This is an optimization exercise on Yosys and OpenROAD, whose aim is small area, a short achievable clock period and few clock cycles, not a production implementation.
The RTL was checked by simulation tests, not by an equivalence proof against the original design.
Power figures rest on the tool's default switching activity, not on a simulated workload.

==> module ex_alu, before the edit <==
module ex_alu (
    input  wire logic             i_a_rs1,
    input  wire logic             i_a_pc,
    input  wire logic             i_b_rs2,
    input  wire logic             i_sub,
    input  wire logic [2:0]       i_funct3,
    input  wire logic             i_funct7_b5,
    input  wire logic [32-1:0] i_rs1_val,
    input  wire logic [32-1:0] i_rs2_val,
    input  wire logic [32-1:0] i_pc,
    input  wire logic [32-1:0] i_imm,
    input  wire logic [32-1:0] i_pred_addr,
    output logic [32-1:0]      o_sum,       
    output logic [32-1:0]      o_p,         
    output logic [32-1:0]      o_g,         
    output logic                  o_sum_ne,    
    output logic [32-1:0]      o_shr,       
    output logic                  o_slt,       
    output logic                  o_br_cond    
);
    logic [32-1:0] a;
    logic [32-1:0] b;
    logic [32-1:0] b_add;
    logic [32-1:0] ne_bits;
    logic             cout;
    logic             geu;
    logic             ltu;
    logic             lt;
    logic             eq;
    logic             left;
    logic [32-1:0] sh_in;
    logic             fill;
    assign a = ({32{i_a_rs1}} & i_rs1_val) | ({32{i_a_pc}} & i_pc);
    assign b = i_b_rs2 ? i_rs2_val : i_imm;
    assign b_add = ({32{i_b_rs2 && !i_sub}}  & i_rs2_val) | ({32{i_b_rs2 && i_sub}}  & ~i_rs2_val) |
                   ({32{!i_b_rs2 && !i_sub}} & i_imm)     | ({32{!i_b_rs2 && i_sub}} & ~i_imm);
    ex_add u_add (
        .i_a  (a),
        .i_b  (b_add),
        .i_cin(i_sub),
        .o_p  (o_p),
        .o_g  (o_g),
        .o_sum(o_sum),
        .o_cout(cout)
    );
    assign o_slt = i_funct3[0] ? !cout : (!cout ^ a[32-1] ^ b[32-1]);
    always_comb begin
        ne_bits[0] = o_p[0] ^ i_pred_addr[0];
        for (int i = 1; i < 32; i++)
            ne_bits[i] = o_p[i] ^ i_pred_addr[i] ^ (o_g[i-1] || (o_p[i-1] && !i_pred_addr[i-1]));
    end
    assign o_sum_ne = |ne_bits;
    ex_cmp u_cmp (
        .i_x  (i_rs1_val),
        .i_y  (i_rs2_val),
        .o_geu(geu),
        .o_eq (eq)
    );
    assign ltu = !geu;
    assign lt  = ltu ^ i_rs1_val[32-1] ^ i_rs2_val[32-1];
    always_comb begin
        case (i_funct3[2:1])
            2'b00:   o_br_cond = eq ^ i_funct3[0];
            2'b10:   o_br_cond = lt ^ i_funct3[0];
            default: o_br_cond = ltu ^ i_funct3[0];
        endcase
    end
    always_comb begin
        left = !i_funct3[2];
        for (int i = 0; i < 32; i++)
            sh_in[i] = left ? i_rs1_val[32-1-i] : i_rs1_val[i];
    end
    assign fill = i_funct7_b5 && i_rs1_val[32-1] && !left;
    ex_shr u_shr (
        .i_val  (sh_in),
        .i_shamt(b[5-1:0]),
        .i_fill (fill),
        .o_val  (o_shr)
    );
endmodule
clock: 7.0 ns
lec_check: 0
abc_area: 1
cap_margin: 20
core_margin: 2
core_utilization: 45
slew_margin: 20
standard.sh (not shown) runs the stock make flow with config.mk's settings and CLKGATE_MAP_FILE= SYNTH_SCRIPT=/design/flow/synth_recipe.tcl, a recipe that flattens the netlist after the stock synthesis.
==> flow/flow/run.sh <==
#!/bin/bash
# The standard layout (standard.sh) in two calls, with three changes:
#  - synthesis and repair leave out the full- and half-adder cells
#    (sky130_fd_sc_hd__fa_*, ha_*), added to the platform's own
#    DONT_USE_CELLS, so the adders map to plain gates, which are faster
#    here than the slow adder cells;
#  - up to clock tree synthesis, timing repair aims for 3.0 ns of setup
#    slack (SETUP_SLACK_MARGIN); the rest (global route, detailed route,
#    finish) repairs only real violations, so the routed-stage repair
#    adds no cells to chase the margin again;
#  - the port buffers are the smallest buffer cell (sky130_fd_sc_hd__buf_1)
#    instead of the one buffer_ports picks by itself; every input and
#    output port still gets its buffer.
# Each call's full output goes to its own log in this folder.
set -euo pipefail
platform_dont_use=$(sed -n '/^export DONT_USE_CELLS/,/^#/p' \
    "$FLOW_HOME/platforms/$FLOW_PLATFORM/config.mk" | grep -o 'sky130_fd_sc_hd__[a-z0-9_]*' | tr '\n' ' ')
adders="sky130_fd_sc_hd__fa_1 sky130_fd_sc_hd__fa_2 sky130_fd_sc_hd__fa_4"
adders="$adders sky130_fd_sc_hd__ha_1 sky130_fd_sc_hd__ha_2 sky130_fd_sc_hd__ha_4"
dont_use="DONT_USE_CELLS=$platform_dont_use $adders"
echo "$dont_use" > dont_use_cells.txt
export BUFFER_PORTS_ARGS="-buffer_cell sky130_fd_sc_hd__buf_1"
bash standard.sh "$dont_use" SETUP_SLACK_MARGIN=3.0 cts > standard_to_cts.log 2>&1
bash standard.sh "$dont_use" SETUP_SLACK_MARGIN=0 finish > standard_finish.log 2>&1
Testbench counts at the start, summed over its fixed seeds: cycles 48,000.
Rerun with:
--- a/flow/design.v
+++ b/flow/design.v
@@ -62,5 +62,4 @@
     logic [32-1:0] a;
     logic [32-1:0] b;
-    logic [32-1:0] b_add;
     logic [32-1:0] ne_bits;
     logic             cout;
@@ -74,9 +73,7 @@
     assign a = ({32{i_a_rs1}} & i_rs1_val) | ({32{i_a_pc}} & i_pc);
     assign b = i_b_rs2 ? i_rs2_val : i_imm;
-    assign b_add = ({32{i_b_rs2 && !i_sub}}  & i_rs2_val) | ({32{i_b_rs2 && i_sub}}  & ~i_rs2_val) |
-                   ({32{!i_b_rs2 && !i_sub}} & i_imm)     | ({32{!i_b_rs2 && i_sub}} & ~i_imm);
     ex_add u_add (
         .i_a  (a),
-        .i_b  (b_add),
+        .i_b  (i_sub ? ~b : b),
         .i_cin(i_sub),
         .o_p  (o_p),
Worst hold slack gains 0.014 ns; synthesized cell count is higher by a little under a tenth; setup slack barely changes; power is higher slightly; non-clock buffer count is lower by 21; die area is higher by a few percent; first-iteration DRC count is higher by a quarter to a third; wire length is higher by a few percent; utilization is lower by 2.4 points; cell count is higher by a few percent.
Testbench counts after the change, summed over its fixed seeds: cycles 48,000.

## what the ideal ports hide
In the flow no input, the clock included, has a driving cell. The finished layouts below were timed again as built, in two steps. Step 1 assumes that a clkbuf_16 drives the clock port and a buf_2 every other input. Step 2 also shifts input and output timing later by t, the mid clock arrival at the registers, as if the neighbouring blocks saw the same clock. Three values: ideal ports, drivers, drivers and shift; two values: the first two.
run	t, ns	setup WS [ns]	worst setup path at the end	latest minus earliest clock arrival (ns)	slew at the worst register clock pin (ns)
the first run	0.397	2.803 / 2.821 / 2.424	input to register	0.018 / 0.018	0.07 / 0.07
the second run	0.404	2.800 / 2.833 / 2.429	input to register	0.012 / 0.013	0.07 / 0.07
After both steps every run listed still meets setup and hold. The setup slack of the first run, which loses most, moves by +0.018 ns with the drivers and by -0.379 ns with both steps.
